This is an optimization exercise on Yosys and OpenROAD, whose aim is small area, a short achievable clock period and few clock cycles per item, not a production implementation. In this exercise RTL edits were held to simulation tests only and were not proved equivalent to the original. Power figures rest on the tool's default switching activity, not on a simulated workload.

`design.v`:
```
`default_nettype none
package ccsa_pkg;
   localparam logic [1:0] FUNC_ADD  = 2'd0;
   localparam logic [1:0] FUNC_TIME = 2'd1;
   localparam logic [1:0] FUNC_DATE = 2'd2;
   localparam int REQ_DATA_W = 72;
   localparam int REQ_USER_W = 2;
   localparam int RSP_DATA_W = 40;
   localparam int GRP_W = 8;
   localparam int DAYS_W = 15;
endpackage
`default_nettype wire
`default_nettype none
import ccsa_pkg::*;
module ccsa_div (
   input  logic [ccsa_pkg::GRP_W-1:0]   bits,      
   input  logic [5:0]                   in_sec,    
   input  logic [5:0]                   in_min,
   input  logic [4:0]                   in_hour,
   input  logic [ccsa_pkg::DAYS_W-1:0]  in_days,
   output logic [5:0]                   out_sec,
   output logic [5:0]                   out_min,
   output logic [4:0]                   out_hour,
   output logic [ccsa_pkg::DAYS_W-1:0]  out_days
);
   function automatic logic ge30(input logic [5:0] x);
      ge30 = x[5] | (x[4] & x[3] & x[2] & x[1]);
   endfunction
   function automatic logic [4:0] mod30(input logic [5:0] x);
      logic [3:0] i;
      i = x[4:1];
      if (x[5])
         mod30 = {i[3] ^ (i[2] & i[1] & i[0]), i[2] ^ (i[1] & i[0]), i[1] ^ i[0], ~i[0], x[0]};
      else if (x[4] & x[3] & x[2] & x[1])
         mod30 = {4'd0, x[0]};
      else
         mod30 = x[4:0];
   endfunction
   function automatic logic [3:0] mod12(input logic [4:0] x);
      if (x[4])
         mod12 = {x[2], ~x[2], x[1:0]};
      else if (x[3] & x[2])
         mod12 = {2'd0, x[1:0]};
      else
         mod12 = x[3:0];
   endfunction
   always_comb begin
      logic cs, cm, ch;
      out_sec  = in_sec;
      out_min  = in_min;
      out_hour = in_hour;
      out_days = in_days;
      for (int i = GRP_W - 1; i >= 0; i--) begin
         cs = ge30(out_sec);
         cm = ge30(out_min);
         ch = out_hour[4] | (out_hour[3] & out_hour[2]);
         out_sec  = {mod30(out_sec),  bits[i]};
         out_min  = {mod30(out_min),  cs};
         out_hour = {mod12(out_hour), cm};
         out_days = {out_days[DAYS_W-2:0], ch};
      end
   end
endmodule
`default_nettype wire
`default_nettype none
import ccsa_pkg::*;
module ccsa_cal (
   input  logic [13:0]                  year,
   input  logic [3:0]                   month,
   input  logic [4:0]                   day,
   input  logic                         leap,      
   input  logic [ccsa_pkg::DAYS_W-1:0]  days,
   input  logic [1:0]                   carry,     
   input  logic [1:0]                   carry_in,  
   input  logic                         first,     
   output logic                         fin,       
   output logic [13:0]                  next_year,
   output logic [3:0]                   next_month,
   output logic [4:0]                   next_day,
   output logic [ccsa_pkg::DAYS_W-1:0]  next_days
);
   function automatic logic [4:0] month_days(input logic [3:0] m, input logic lp);
      case (m)
         4'd2:                    month_days = lp ? 5'd29 : 5'd28;
         4'd4, 4'd6, 4'd9, 4'd11: month_days = 5'd30;
         default:                 month_days = 5'd31;
      endcase
   endfunction
   logic [3:0] month1, month2;    
   logic [4:0] mlen1, mlen2;
   logic [5:0] rest;              
   logic [6:0] need1, need2;      
   logic       lt1, lt2;          
   logic       lt0;               
   logic       year_inc;          
   logic [13:0] year1;
   always_comb begin
      month1 = (month >= 4'd12) ? 4'd1 : month + 4'd1;
      month2 = (month >= 4'd12) ? 4'd2 : (month == 4'd11) ? 4'd1 : month + 4'd2;
      mlen1  = month_days(month, leap);
      mlen2  = month_days(month1, leap);    
      rest   = (day <= mlen1) ? (6'(mlen1) - 6'(day) + 6'd1) : 6'd1;
      need1  = 7'(rest) - 7'(carry);
      need2  = 7'(rest) + 7'(mlen2) - 7'(carry);
      lt1    = !need1[6] && (days < DAYS_W'(need1[5:0]));
      lt2    = (days < DAYS_W'(need2));
      lt0    = (rest >= 6'd3) && (days < DAYS_W'(rest - 6'd2));
      year1  = (year >= 14'd9999) ? 14'd1 : year + 14'd1;
      fin        = first ? lt0 : (lt1 || lt2);
      year_inc   = 1'b0;
      next_year  = year;
      next_month = month;
      next_day   = day;
      next_days  = days - DAYS_W'(need2);
      if (first ? lt0 : lt1) begin
         next_day = day + days[4:0] + 5'(carry_in);
      end else if (!first) begin
         if (lt2) begin
            next_day   = 5'(days[5:0] - need1[5:0] + 6'd1);
            next_month = month1;
            year_inc   = (month >= 4'd12);
         end else begin
            next_day   = 5'd1;
            next_month = month2;
            year_inc   = (month >= 4'd11);
         end
         if (year_inc) next_year = year1;
      end
   end
endmodule
module ccsa_leap (
   input  logic [13:0] year,
   output logic        leap
);
   logic [5:0] qa, qb;
   logic [4:0] ra, rb;
   logic       cent;
   always_comb begin
      qa = year[13:8];
      qb = year[7:2];
      ra = '0;
      rb = '0;
      for (int i = 0; i < 64; i++) begin
         if (qa == 6'(i)) ra = 5'((25 * 14 - ((14 * i) % 25)) % 25);
         if (qb == 6'(i)) rb = 5'(i % 25);
      end
      cent = (ra == rb);
      leap = (year[1:0] == 2'd0) && (!cent || (year[3:2] == 2'd0));
   end
endmodule
`default_nettype wire
`default_nettype none
import ccsa_pkg::*;
module calendar_clock_second_adder_top (
   input  logic                              clock,
   input  logic                              reset,
   input  logic                              req_tvalid,
   output logic                              req_tready,
   input  logic [ccsa_pkg::REQ_DATA_W-1:0]   req_tdata,
   input  logic [ccsa_pkg::REQ_USER_W-1:0]   req_tuser,
   output logic                              rsp_tvalid,
   input  logic                              rsp_tready,
   output logic [ccsa_pkg::RSP_DATA_W-1:0]   rsp_tdata
);
   localparam int NGRP  = (31 + GRP_W - 1) / GRP_W;
   localparam int IDX_W = (NGRP > 4) ? 3 : (NGRP > 2) ? 2 : 1;
   logic [30:0] in_secs;
   logic [4:0]  in_hour;
   logic [5:0]  in_minute;
   logic [5:0]  in_second;
   logic [13:0] in_year;
   logic [3:0]  in_month;
   logic [4:0]  in_day;
   logic [1:0]  in_func;
   assign in_secs   = req_tdata[30:0];
   assign in_hour   = req_tdata[35:31];
   assign in_minute = req_tdata[41:36];
   assign in_second = req_tdata[47:42];
   assign in_year   = req_tdata[61:48];
   assign in_month  = req_tdata[65:62];
   assign in_day    = req_tdata[70:66];
   assign in_func   = req_tuser[1:0];
   logic [13:0] year_ff;
   logic [3:0]  month_ff;
   logic [4:0]  day_ff;
   logic [4:0]  hour_ff;
   logic [5:0]  min_ff;
   logic [5:0]  sec_ff;
   logic        rsp_valid_ff;
   logic              s1_busy_ff;    
   logic [IDX_W-1:0]  idx_ff;        
   logic              hb_full_ff;    
   logic [1:0]        hb_op_ff;
   logic [DAYS_W-1:0] acc_d_ff;
   logic [4:0]        acc_h_ff;
   logic [5:0]        acc_m_ff;
   logic [5:0]        acc_s_ff;
   logic              s2_busy_ff;    
   logic [DAYS_W-1:0] d2_ff;         
   logic [1:0]        c2_ff;
   logic slot_free, s2_take, can_fill, accept, commit;
   assign slot_free = !rsp_valid_ff || rsp_tready;
   assign s2_take   = hb_full_ff && !s2_busy_ff && slot_free;
   assign can_fill  = !hb_full_ff || s2_take;
   logic [NGRP*GRP_W-1:0] secs_pad;
   logic [IDX_W-1:0]      idx_top, idx_sel;
   logic [GRP_W-1:0]      grp;
   logic [5:0]            cv_sec, cv_min;
   logic [4:0]            cv_hour;
   logic [DAYS_W-1:0]     cv_days;
   logic                  conv_last;
   assign secs_pad = (NGRP*GRP_W)'(in_secs);
   always_comb begin
      idx_top = '0;
      for (int g = 1; g < NGRP; g++)
         if (secs_pad[g*GRP_W +: GRP_W] != '0) idx_top = IDX_W'(g);
   end
   assign idx_sel   = s1_busy_ff ? idx_ff : idx_top;
   assign grp       = secs_pad[idx_sel*GRP_W +: GRP_W];
   assign conv_last = (idx_sel == '0);
   ccsa_div u_div (
      .bits     (grp),
      .in_sec   (s1_busy_ff ? acc_s_ff : 6'd0),
      .in_min   (s1_busy_ff ? acc_m_ff : 6'd0),
      .in_hour  (s1_busy_ff ? acc_h_ff : 5'd0),
      .in_days  (s1_busy_ff ? acc_d_ff : DAYS_W'(0)),
      .out_sec  (cv_sec),
      .out_min  (cv_min),
      .out_hour (cv_hour),
      .out_days (cv_days)
   );
   logic s1_step;    
   assign s1_step = req_tvalid && (s1_busy_ff || can_fill);
   assign accept  = s1_step && (in_func != FUNC_ADD || conv_last || s1_busy_ff && conv_last);
   assign req_tready = accept;
   function automatic logic [7:0] fold60(input logic [6:0] x);    
      fold60 = (x >= 7'd120) ? {2'd2, 6'(x - 7'd120)} :
               (x >= 7'd60)  ? {2'd1, 6'(x - 7'd60)}  : {2'd0, x[5:0]};
   endfunction
   function automatic logic [6:0] fold24(input logic [5:0] x);    
      fold24 = (x >= 6'd48) ? {2'd2, 5'(x - 6'd48)} :
               (x >= 6'd24) ? {2'd1, 5'(x - 6'd24)} : {2'd0, x[4:0]};
   endfunction
   logic [6:0]        ts, tm0;
   logic [5:0]        th0;
   logic [7:0]        fs, fm0, fm1, fm2, fm;
   logic [6:0]        fh0, fh1, fh2, fh;
   logic [1:0]        tch;
   logic [5:0]        t_sec, t_min;
   logic [4:0]        t_hour;
   always_comb begin
      ts  = 7'(sec_ff) + 7'(acc_s_ff);
      tm0 = 7'(min_ff) + 7'(acc_m_ff);
      th0 = 6'(hour_ff) + 6'(acc_h_ff);
      fs  = fold60(ts);
      fm0 = fold60(tm0);
      fm1 = fold60(tm0 + 7'd1);
      fm2 = fold60(tm0 + 7'd2);
      fm  = (fs[7:6] == 2'd2) ? fm2 : (fs[7:6] == 2'd1) ? fm1 : fm0;
      fh0 = fold24(th0);
      fh1 = fold24(th0 + 6'd1);
      fh2 = fold24(th0 + 6'd2);
      fh  = (fm[7:6] == 2'd2) ? fh2 : (fm[7:6] == 2'd1) ? fh1 : fh0;
      t_sec  = fs[5:0];
      t_min  = fm[5:0];
      t_hour = fh[4:0];
      tch    = fh[6:5];
   end
   logic              cal_fin, leap;
   logic [13:0]       cal_year;
   logic [3:0]        cal_month;
   logic [4:0]        cal_day;
   logic [DAYS_W-1:0] cal_days;
   ccsa_leap u_leap (.year(year_ff), .leap(leap));
   ccsa_cal u_cal (
      .year       (year_ff),
      .month      (month_ff),
      .day        (day_ff),
      .leap       (leap),
      .days       (s2_busy_ff ? d2_ff : acc_d_ff),
      .carry      (s2_busy_ff ? c2_ff : 2'd0),
      .carry_in   (s2_busy_ff ? c2_ff : tch),
      .first      (!s2_busy_ff),
      .fin        (cal_fin),
      .next_year  (cal_year),
      .next_month (cal_month),
      .next_day   (cal_day),
      .next_days  (cal_days)
   );
   always_comb begin
      commit = 1'b0;
      if (s2_busy_ff)
         commit = cal_fin;
      else if (s2_take)
         commit = (hb_op_ff != FUNC_ADD) || cal_fin;    
   end
   always_ff @(posedge clock) begin
      if (reset) begin
         s1_busy_ff   <= 1'b0;
         hb_full_ff   <= 1'b0;
         s2_busy_ff   <= 1'b0;
         rsp_valid_ff <= 1'b0;
         year_ff      <= 14'd1;
         month_ff     <= 4'd1;
         day_ff       <= 5'd1;
         hour_ff      <= 5'd0;
         min_ff       <= 6'd0;
         sec_ff       <= 6'd0;
      end else begin
         if (commit)
            rsp_valid_ff <= 1'b1;
         else if (rsp_tready)
            rsp_valid_ff <= 1'b0;
         if (s1_step) begin
            s1_busy_ff <= (in_func == FUNC_ADD || s1_busy_ff) && !conv_last;
         end
         if (accept)
            hb_full_ff <= 1'b1;
         else if (s2_take)
            hb_full_ff <= 1'b0;
         if (s2_take) begin
            case (hb_op_ff)
               FUNC_TIME: begin
                  hour_ff <= acc_h_ff;
                  min_ff  <= acc_m_ff;
                  sec_ff  <= acc_s_ff;
               end
               FUNC_DATE: begin
                  year_ff  <= acc_d_ff[13:0];
                  month_ff <= acc_m_ff[3:0];
                  day_ff   <= acc_h_ff;
               end
               FUNC_ADD: begin
                  hour_ff    <= t_hour;
                  min_ff     <= t_min;
                  sec_ff     <= t_sec;
                  day_ff     <= cal_day;
                  s2_busy_ff <= !cal_fin;
               end
               default: ;
            endcase
         end else if (s2_busy_ff) begin
            year_ff    <= cal_year;
            month_ff   <= cal_month;
            day_ff     <= cal_day;
            s2_busy_ff <= !cal_fin;
         end
      end
   end
   always_ff @(posedge clock) begin
      if (s1_step) begin
         idx_ff <= idx_sel - IDX_W'(1);
         if (!s1_busy_ff && in_func != FUNC_ADD) begin
            hb_op_ff <= in_func;
            acc_s_ff <= in_second;
            acc_m_ff <= (in_func == FUNC_DATE) ? 6'(in_month) : in_minute;
            acc_h_ff <= (in_func == FUNC_DATE) ? in_day : in_hour;
            acc_d_ff <= DAYS_W'(in_year);
         end else begin
            hb_op_ff <= FUNC_ADD;
            acc_s_ff <= cv_sec;
            acc_m_ff <= cv_min;
            acc_h_ff <= cv_hour;
            acc_d_ff <= cv_days;
         end
      end
      if (s2_busy_ff) begin
         d2_ff <= cal_days;
         c2_ff <= 2'd0;
      end else begin
         d2_ff <= acc_d_ff;
         c2_ff <= tch;
      end
   end
   assign rsp_tvalid = rsp_valid_ff;
   assign rsp_tdata  = {sec_ff, min_ff, hour_ff, day_ff, month_ff, year_ff};
endmodule
`default_nettype wire
```
`run.sh`:
```
#!/bin/bash
# synth_recipe.tcl (not shown) runs the flow's synth.tcl, then flattens the netlist and writes it again
# the make line also repeats each setting of config.mk as NAME=value (left out here)
make -C /OpenROAD-flow-scripts/flow DESIGN_CONFIG=/design/flow/config.mk WORK_HOME=/design/flow/orfs CLKGATE_MAP_FILE= SYNTH_SCRIPT=/design/flow/synth_recipe.tcl finish
```
`config.mk`:
```
export PLATFORM = sky130hd
export DESIGN_NAME = calendar_clock_second_adder_top
export DESIGN_NICKNAME = calendar_clock_second_adder_top
export VERILOG_FILES = /design/flow/design.v
export SDC_FILE = /design/flow/constraint.sdc
export NUM_CORES = 4
export LEC_CHECK = 0
export ABC_AREA = 1
export CAP_MARGIN = 20
export CORE_MARGIN = 2
export CORE_UTILIZATION = 40
export SLEW_MARGIN = 20
```
`constraint.sdc`:
```
create_clock -name core_clock -period 11.0 [get_ports {clock}]
set_input_delay 2.2000 -clock core_clock [delete_from_list [all_inputs] [get_ports {clock}]]
set_output_delay 2.2000 -clock core_clock [all_outputs]
set_load 0.01 [all_outputs]
```
==> results of run 1 <==
placed cells by master, fill, tap and decap left out, types with 6 or more instances in the layout:
master,n
edfxtp_1,36
inv_1,306
clkinv_1,6
nand4_1,27
clkdlybuf4s50_1,118
a21oi_1,105
nor2_4,9
a31oi_1,27
ha_1,117
nand2_1,445
o21ai_1,8
nor2_1,238
o21ai_0,124
clkbuf_16,9
o22ai_1,10
o221ai_1,9
nand2_2,17
fa_1,13
a221oi_1,9
nand3_1,117
xnor2_1,20
a32oi_1,6
o211ai_1,38
a211oi_1,19
nor3_1,38
or2_2,15
a2111oi_0,6
nor2_2,7
o2111ai_1,10
nand3_2,14
o21bai_1,9
buf_4,10
inv_2,19
dfxtp_1,61
xor2_1,45
registers in the layout, summed over array words and instances (netlist names):
signal        cells
idx_ff            2
year_ff          14
s2_busy_ff        1
hour_ff           5
day_ff            5
d2_ff            15
acc_h_ff          5
c2_ff             2
rsp_valid_ff      1
min_ff            6
hb_op_ff          2
acc_d_ff         15
sec_ff            6
hb_full_ff        1
month_ff          4
acc_s_ff          6
s1_busy_ff        1
acc_m_ff          6
area by class of cell:
cell class / instances / area (um2) / share of cell area
multi-input cells: 1555 / 9010 / 0.617
clock inverters: 7 / 61.3 / 0.00420
clock buffers: 9 / 225 / 0.0154
inverters: 332 / 1250 / 0.0855
well taps: 402 / 503 / 0.0344
flip-flops and latches: 97 / 2300 / 0.158
repair buffers: 128 / 1260 / 0.0860
cells in the mapped netlist, types with 20 or more instances:
cell type  instances
inv_1            306
o211ai_1          38
a31oi_1           27
xor2_1            45
nand4_1           27
xnor2_1           20
o21ai_0          124
edfxtp_1          36
nor2_1           238
nor3_1            38
dfxtp_1           61
ha_1             117
a21oi_1          105
nand3_1          117
nand2_1          445
clkbuf_1          28
per-layer routing:
metal  vias to the layer above  part of all wire
met5                         -                 0
met2                       365              0.47
met1                      6145              0.46
met4                         0             0.021
li1                       6958                 -
met3                        53             0.044
where the power goes:
| part | total, mW | internal [mW] | switching, mW |
|---|---|---|---|
| clock | 0.316 | 0.159 | 0.157 |
| sequential | 0.523 | 0.447 | 0.0757 |
| combinational | 1.79 | 0.663 | 1.13 |
| total | 2.63 | 1.27 | 1.36 |
through the flow:
| step | utilization | hold WS [ps] | total power [mW] |
|---|---|---|---|
| floorplan | - | 455 | 1.86 |
| global placement | 0.455 | 484 | 2.28 |
| detailed placement | 0.455 | 483 | 2.31 |
| CTS | 0.464 | 494 | 2.63 |
| global route | 0.464 | 506 | 2.93 |
| finish | 0.464 | 493 | 2.63 |
worst max-delay path, delay by kind of cell, from the launching register on:
kind | cells | cell delay [ps]
compound gates | 11 | 2090
xor+xnor | 1 | 140
fa+ha+maj | 4 | 1230
buf+inv | 8 | 1430
flops | 1 | 480
simple gates | 21 | 3560
path summary, 6_finish.rpt:
check | start | endpoint | slack, ps
setup / recovery | year_ff[10] | year_ff[5] | 1960
hold / removal | min_ff[4] | min_ff[4] | 490
setup reg to reg | year_ff[10] | year_ff[5] | 1960
hold reg to reg | min_ff[4] | min_ff[4] | 490
cell families after synthesis:
kind of cell	count (synthesis)	synth area share
adder cells (fa/ha/maj)	130	0.136
AO/OA/AOI/OAI	408	0.198
XOR/XNOR	65	0.0447
AND/OR/NAND/NOR	950	0.328
flip-flops	97	0.181
multiplexers	2	0.00187
buffers and inverters	367	0.111
==> flow_summary.json, run 1 <==
{
  "outcome": "timing/DRC/antenna clean",
  "cts_setup_buffers": 0,
  "final_cell_area_um2": 14600,
  "grt_use_met1": 0.303,
  "antenna_found_initial": 0,
  "synth_area_um2": 12700,
  "cp_common_cell": "nand2_1",
  "grt_start_max_net_pins": 50,
  "busiest_layer": "met2",
  "hold_viol": 0,
  "path_class": "flop to flop",
  "worstPathMaxFanout": 20,
  "final_cells": 2530,
  "power_density_nw_per_um2": 180,
  "syn_nets": 2227,
  "yosysUniqueCellTypes": 63,
  "cts_tree": "yes",
  "rsz0062_at_grt": "no",
  "worst_slack_ps": 1960,
  "die_x_um": 182,
  "fmaxAchievable_mhz": 111,
  "die-area_um2": 33300,
  "yosys_register_bits": 97,
  "ios": 120,
  "finalWeightedCongestion": 0.898,
  "cts_resized": 0,
  "dr.first_iter.drc_count": 1048,
  "dpl.hpwl_um": 31100,
  "n_fill_cell": 3234,
  "cts_inserted_buffers": 9,
  "syn_avg_cell_area_um2": 6.30,
  "clock_sinks": 97,
  "maxCapViolCount": 0,
  "cts-root-buf": "clkbuf_16",
  "grt_pass1_wl_um": 63800,
  "synth_warnings": 4,
  "synth_edf_count": 36,
  "ys_top_cells_by_area": "nand2_1 13%, ha_1 12%, dfxtp_1 9.6%, inv_1 9.0%, edfxtp_1 8.5%",
  "whs_path_depth": 2,
  "relSlewSlack": 0.345,
  "critPathCaptureType": "flop",
  "arrival_ps": 9290,
  "initial_utilization": 0.404,
  "required_ps": 11260,
  "peakVddDrop_v": 0.0000968,
  "yosysTopAreaCell": "nand2_1",
  "rows": 65,
  "drv_slew": 0,
  "fin_worst_skew_ps": 9.35,
  "use_met3": 0.0283,
  "final.min_clock_period_ps": 9040,
  "fin_setup_tns_ps": 0,
  "area_growth_pct": 14.8,
  "drive_gt1_frac": 0.0597,
  "wirelength_um": 38500,
  "ff2ff_path_depth": 45,
  "hold_class": "flop to flop",
  "num-nets-final": 2331,
  "place_ws_ps": 1920,
  "dr.pass1.iters": 6,
  "place_area_um2": 14300,
  "ys_seq_area_frac": 0.181,
  "core_area_um2": 31500,
  "placedCellCount": 2514,
  "synth_ff_type": "dfxtp_1",
  "min_period_over_period": 0.821,
  "grt_util_met2": 0.407,
  "postCtsHoldBufs": 0,
  "synth_top_area_frac": 0.131,
  "ant_nets": 0,
  "synthArstFlopShare": 0,
  "max_stage_delay_ps": 480,
  "p_leak_nw": 6.91,
  "drc_errors": 0,
  "antennaDiodeCount": 0,
  "port-buffer-count": 118,
  "grt.total_usage": 0.233,
  "wl_per_cell_um": 15.2,
  "cp-start-kind": "flop",
  "grt_overflow_total": 0,
  "syn_inst": 2019,
  "first_global_vias": 12900,
  "clk_latency_ps": 350,
  "via_per_inst": 5.34,
  "clockBufferDepth": 2,
  "h-tree-depth": 3,
  "setup_viol": 0,
  "vias": 13500,
  "clkTransAtPathRegs_ps": 80,
  "tightest_slew_ps": 973,
  "slowest_stage": "dfxtp_1",
  "die_y_um": 182
}
Testbench counts, summed over its fixed seeds: cycles 6,225, items 2,400.
==> run 2: changes to the inputs <==
--- a/design.v
+++ b/design.v
@@ -70,10 +70,11 @@
    input  logic [4:0]                   day,
    input  logic                         leap,      
    input  logic [ccsa_pkg::DAYS_W-1:0]  days,
-   input  logic [1:0]                   carry,     
    input  logic [1:0]                   carry_in,  
    input  logic                         first,     
    output logic                         fin,       
+   output logic                         year_inc,  
+   output logic [13:0]                  year1,     
    output logic [13:0]                  next_year,
    output logic [3:0]                   next_month,
    output logic [4:0]                   next_day,
@@ -89,20 +90,17 @@
    logic [3:0] month1, month2;    
    logic [4:0] mlen1, mlen2;
    logic [5:0] rest;              
-   logic [6:0] need1, need2;      
+   logic [5:0] need2;             
    logic       lt1, lt2;          
    logic       lt0;               
-   logic       year_inc;          
-   logic [13:0] year1;
    always_comb begin
       month1 = (month >= 4'd12) ? 4'd1 : month + 4'd1;
       month2 = (month >= 4'd12) ? 4'd2 : (month == 4'd11) ? 4'd1 : month + 4'd2;
       mlen1  = month_days(month, leap);
       mlen2  = month_days(month1, leap);    
       rest   = (day <= mlen1) ? (6'(mlen1) - 6'(day) + 6'd1) : 6'd1;
-      need1  = 7'(rest) - 7'(carry);
-      need2  = 7'(rest) + 7'(mlen2) - 7'(carry);
-      lt1    = !need1[6] && (days < DAYS_W'(need1[5:0]));
+      need2  = rest + 6'(mlen2);
+      lt1    = (days < DAYS_W'(rest));
       lt2    = (days < DAYS_W'(need2));
       lt0    = (rest >= 6'd3) && (days < DAYS_W'(rest - 6'd2));
       year1  = (year >= 14'd9999) ? 14'd1 : year + 14'd1;
@@ -116,7 +114,7 @@
          next_day = day + days[4:0] + 5'(carry_in);
       end else if (!first) begin
          if (lt2) begin
-            next_day   = 5'(days[5:0] - need1[5:0] + 6'd1);
+            next_day   = 5'(days[5:0] - rest + 6'd1);
             next_month = month1;
             year_inc   = (month >= 4'd12);
          end else begin
@@ -132,19 +130,12 @@
    input  logic [13:0] year,
    output logic        leap
 );
-   logic [5:0] qa, qb;
-   logic [4:0] ra, rb;
+   logic [7:0] s;
    logic       cent;
    always_comb begin
-      qa = year[13:8];
-      qb = year[7:2];
-      ra = '0;
-      rb = '0;
-      for (int i = 0; i < 64; i++) begin
-         if (qa == 6'(i)) ra = 5'((25 * 14 - ((14 * i) % 25)) % 25);
-         if (qb == 6'(i)) rb = 5'(i % 25);
-      end
-      cent = (ra == rb);
+      s = 8'(year[13:9]) * 8'd3 + 8'(year[8:7]) * 8'd7 + 8'(year[6:2]);
+      cent = (s == 8'd0) || (s == 8'd25) || (s == 8'd50) || (s == 8'd75) ||
+             (s == 8'd100) || (s == 8'd125);
       leap = (year[1:0] == 2'd0) && (!cent || (year[3:2] == 2'd0));
    end
 endmodule
@@ -186,6 +177,7 @@
    logic [4:0]  hour_ff;
    logic [5:0]  min_ff;
    logic [5:0]  sec_ff;
+   logic        leap_ff;        
    logic        rsp_valid_ff;
    logic              s1_busy_ff;    
    logic [IDX_W-1:0]  idx_ff;        
@@ -197,7 +189,6 @@
    logic [5:0]        acc_s_ff;
    logic              s2_busy_ff;    
    logic [DAYS_W-1:0] d2_ff;         
-   logic [1:0]        c2_ff;
    logic slot_free, s2_take, can_fill, accept, commit;
    assign slot_free = !rsp_valid_ff || rsp_tready;
    assign s2_take   = hb_full_ff && !s2_busy_ff && slot_free;
@@ -266,22 +257,27 @@
       t_hour = fh[4:0];
       tch    = fh[6:5];
    end
-   logic              cal_fin, leap;
+   logic              cal_fin, cal_year_inc;
+   logic [13:0]       cal_year1;
    logic [13:0]       cal_year;
    logic [3:0]        cal_month;
    logic [4:0]        cal_day;
    logic [DAYS_W-1:0] cal_days;
-   ccsa_leap u_leap (.year(year_ff), .leap(leap));
+   logic load_date, leap_new;
+   assign load_date = s2_take && (hb_op_ff == FUNC_DATE);
+   ccsa_leap u_leap (.year((!s2_busy_ff && hb_op_ff == FUNC_DATE) ? acc_d_ff[13:0] : cal_year1),
+                     .leap(leap_new));
    ccsa_cal u_cal (
       .year       (year_ff),
       .month      (month_ff),
       .day        (day_ff),
-      .leap       (leap),
+      .leap       (leap_ff),
       .days       (s2_busy_ff ? d2_ff : acc_d_ff),
-      .carry      (s2_busy_ff ? c2_ff : 2'd0),
-      .carry_in   (s2_busy_ff ? c2_ff : tch),
+      .carry_in   (s2_busy_ff ? 2'd0 : tch),
       .first      (!s2_busy_ff),
       .fin        (cal_fin),
+      .year_inc   (cal_year_inc),
+      .year1      (cal_year1),
       .next_year  (cal_year),
       .next_month (cal_month),
       .next_day   (cal_day),
@@ -306,7 +302,10 @@
          hour_ff      <= 5'd0;
          min_ff       <= 6'd0;
          sec_ff       <= 6'd0;
+         leap_ff      <= 1'b0;
       end else begin
+         if (load_date || (s2_busy_ff && cal_year_inc))
+            leap_ff <= leap_new;
          if (commit)
             rsp_valid_ff <= 1'b1;
          else if (rsp_tready)
@@ -364,13 +363,7 @@
             acc_d_ff <= cv_days;
          end
       end
-      if (s2_busy_ff) begin
-         d2_ff <= cal_days;
-         c2_ff <= 2'd0;
-      end else begin
-         d2_ff <= acc_d_ff;
-         c2_ff <= tch;
-      end
+      d2_ff <= s2_busy_ff ? cal_days : acc_d_ff + DAYS_W'(tch);
    end
    assign rsp_tvalid = rsp_valid_ff;
    assign rsp_tdata  = {sec_ff, min_ff, hour_ff, day_ff, month_ff, year_ff};
==> run 2 against run 1 <==
Effect of this change:
- synthesized area decreased by 3.2%
- highest routed layer is now met5
- cell count decreased by 3.8%
- final area decreased by 2.7%
- sequential power decreased by 3%
- still clean
- sequential share of layout area increased by 0.29 points
- non-clock buffer count increased by 1
- first-iteration DRC count decreased by 23%
==> flow_summary.json, run 2 <==
{
  "finalPower_mw": 2.46,
  "fmaxAchievable_mhz": 144,
  "maxCapViolCount": 0,
  "final.min_clock_period_ps": 6950,
  "drv_slew": 0,
  "crit_buf_inv": 7,
  "die_y_um": 179,
  "power_density_nw_per_um2": 173,
  "setup_viol": 0,
  "path_class": "input port to primary output",
  "synth_ff_type": "dfxtp_1",
  "fin_setup_tns_ps": 0,
  "yosys_register_bits": 96,
  "synth_warnings": 4,
  "clk_latency_ps": 370,
  "required_ps": 8800,
  "yosys.cell_count.top_type": "nand2_1",
  "synth_edf_count": 36,
  "multi_input_comb_area_um2": 8650,
  "hold_class": "flop to flop",
  "relSlewSlack": 0.350,
  "ys_top_cells_by_area": "nand2_1 13%, ha_1 13%, dfxtp_1 9.8%, inv_1 9.2%, edfxtp_1 8.8%",
  "utilization": 0.467,
  "vias": 12700,
  "via_per_inst": 5.24,
  "ys_seq_area_frac": 0.185,
  "cp_common_cell": "inv_1",
  "postCtsHoldBufs": 0,
  "grt_overflow_total": 0,
  "final_cells": 2434,
  "grt_pass1_wl_um": 57600,
  "finalWeightedCongestion": 0.882,
  "cts_setup_buffers": 0,
  "cts_resized": 0,
  "cp-start-kind": "input port",
  "initial_utilization": 0.405,
  "drc_errors": 0,
  "synth_adder_area_share": 0.159,
  "wirelength_um": 35500,
  "yosysTopAreaCell": "nand2_1",
  "clockBufferDepth": 2,
  "tightest_slew_ps": 974,
  "regArea_um2": 2280,
  "grt.total_usage": 0.216,
  "arrival_ps": 4750,
  "comb_power_share": 0.650,
  "dpl.hpwl_um": 28800,
  "dr.first_iter.drc_count": 804,
  "critPathCaptureType": "primary output",
  "pwr-share-seq": 0.207,
  "synth-simple-area-share": 0.304,
  "drive_gt1_frac": 0.0648,
  "wl_per_cell_um": 14.6,
  "dr.pass1.iters": 5,
  "yosysUniqueCellTypes": 65,
  "synth_xor_area_frac": 0.0384,
  "area_growth_pct": 15.4,
  "cpLargestDelayFamily": "buffers and inverters",
  "synth-compound-area-share": 0.199,
  "synthArstFlopShare": 0,
  "p_sw_mw": 1.22,
  "clkTransAtPathRegs_ps": 70,
  "peakVddDrop_v": 0.0000820,
  "syn_inst": 1930,
  "syn_nets": 2153,
  "final_common_cell": "nand2_1",
  "placedCellCount": 2418,
  "cp_cell_sequence": "clkdlybuf4s50_1 -> inv_1 -> nand2_1 -> nand3_1 -> buf_4 -> nand3_1 -> nand2_1 -> inv_1 -> buf_4 -> o21ai_0 -> inv_1 -> clkdlybuf4s50_1",
  "worstPathMaxFanout": 37,
  "die_x_um": 179,
  "first_global_vias": 11800,
  "cts_inserted_buffers": 9,
  "outcome": "timing/DRC/antenna clean",
  "synth_top_family_by_area": "simple AND/OR/NAND/NOR gates",
  "rows": 64,
  "die-area_um2": 32200,
  "synth_top_area_frac": 0.132,
  "cts_tree": "yes",
  "ios": 120,
  "clock_sinks": 96,
  "syn_avg_cell_area_um2": 6.38,
  "antenna_found_initial": 1,
  "slowest_stage": "clkdlybuf4s50_1",
  "most-common-layout-cells": "434 x nand2_1, 302 x inv_1, 190 x nor2_1, 167 x o21ai_0, 129 x a21oi_1",
  "grt_start_max_net_pins": 49,
  "synth_common_cells": "434 x nand2_1, 302 x inv_1, 190 x nor2_1, 167 x o21ai_0, 129 x a21oi_1",
  "max_stage_delay_ps": 550,
  "p_leak_nw": 6.83,
  "num-nets-final": 2256,
  "largestRegisters": "acc_d_ff (15), d2_ff (15), year_ff (14)",
  "internal_power_mw": 1.23,
  "synth_area_um2": 12300,
  "p_clk_frac": 0.143,
  "port-buffer-count": 118,
  "min_period_over_period": 0.632,
  "core_area_um2": 30400,
  "cts-root-buf": "clkbuf_16",
  "place_area_um2": 13900,
  "rsz0062_at_grt": "no",
  "ant_nets": 0,
  "fin_worst_skew_ps": 11.4,
  "antennaDiodeCount": 0,
  "h-tree-depth": 3,
  "n_fill_cell": 3145,
  "hold_viol": 0,
  "sw_frac_of_total": 0.498,
  "final_cell_area_um2": 14200,
  "muxShareOfSynthArea": 0.00264
}
-- run 2: worst paths after layout --
check / from / end / slack [ps] / cells past startpoint
max: rsp_tready / req_tready / 4050 / 12
max reg2reg: month_ff[0] / year_ff[2] / 4300 / 33
min: d2_ff[7] / d2_ff[7] / 460 / 1
min reg2reg: d2_ff[7] / d2_ff[7] / 460 / 1
-- run 2: area by class of cell --
cell class | count | share of cell area
multi-input combinational | 1474 | 0.609
sequential | 96 | 0.160
timing repair buffer | 129 | 0.0889
inverter | 323 | 0.0853
tap | 396 | 0.0348
clock buffer | 10 | 0.0161
clock inverter | 6 | 0.00589
-- run 2: routing by layer --
| layer | wire, um | GRT usage | vias to the layer above |
|---|---|---|---|
| met5 | 13 | 0 | - |
| met4 | 1040 | 0.0793 | 2 |
| met3 | 1740 | 0.0294 | 52 |
| met2 | 16500 | 0.366 | 326 |
| met1 | 16200 | 0.280 | 5794 |
| li1 | - | - | 6572 |
-- run 2: metrics by stage --
step	setup slack (ps)	hold WS, ps
2_1_floorplan	5040	423
3_3_place_gp	3940	438
3_5_place_dp	3870	446
4_1_cts	4060	465
5_1_grt	3690	486
6_report	4050	464
-- run 2: cells by family after synthesis --
group / after synthesis
AO/OA/AOI/OAI: 421
XOR/XNOR: 54
adder cells (fa/ha/maj): 145
buffers and inverters: 360
flip-flops: 96
multiplexers: 3
AND/OR/NAND/NOR: 851
-- run 2: power by group through the flow --
stage | registers [mW] | logic (mW) | clock network [mW]
floorplan | 0.492 | 1.21 | 0
global placement | 0.516 | 1.56 | 0
detailed placement | 0.517 | 1.59 | 0
CTS | 0.509 | 1.60 | 0.357
global route | 0.516 | 1.85 | 0.370
finish | 0.509 | 1.60 | 0.351
-- run 2: worst register-to-register path: cells and delay by family, from the launching register on --
kind	cells	cell delay, ps
buf+inv	8	1280
flops	1	510
fa+ha+maj	4	1050
compound gates	8	2060
xor+xnor	1	230
simple gates	12	1420
Testbench counts of run 2, summed over its fixed seeds: cycles 6,225, items 2,400.

afterwards: timing with drivers on the ports:
In the flow no input, the clock included, has a driving cell. The finished layouts below were timed again as built, in two steps. Step 1: set_driving_cell puts a clkbuf_16 on clock and a buf_2 on each other input, an assumption about the parent block. Step 2 adds t to the input delays and takes it off the output delays; t is the mean of the earliest and latest rising clock arrival at the registers after step 1. Input paths then give back, and output paths get back, about the clock's delay inside the block. Slacks: no drivers / after step 1 / after step 2; pairs: no drivers / after step 1.
run | t (ns) | slack for setup (ns) | worst setup path at the end | worst data-port slew with drivers (ns) | cell pins on the clock port's net
run 1 | 0.389 | 1.964 / 1.964 / 1.964 | register to register | 0.05 | 1
run 2 | 0.408 | 4.052 / 4.025 / 3.834 | input to register | 0.05 | 1
After both steps setup and hold are still met in every run listed. For run 2, which loses most, drivers alone change the setup slack by -0.027 ns; drivers and shift together by -0.218 ns.
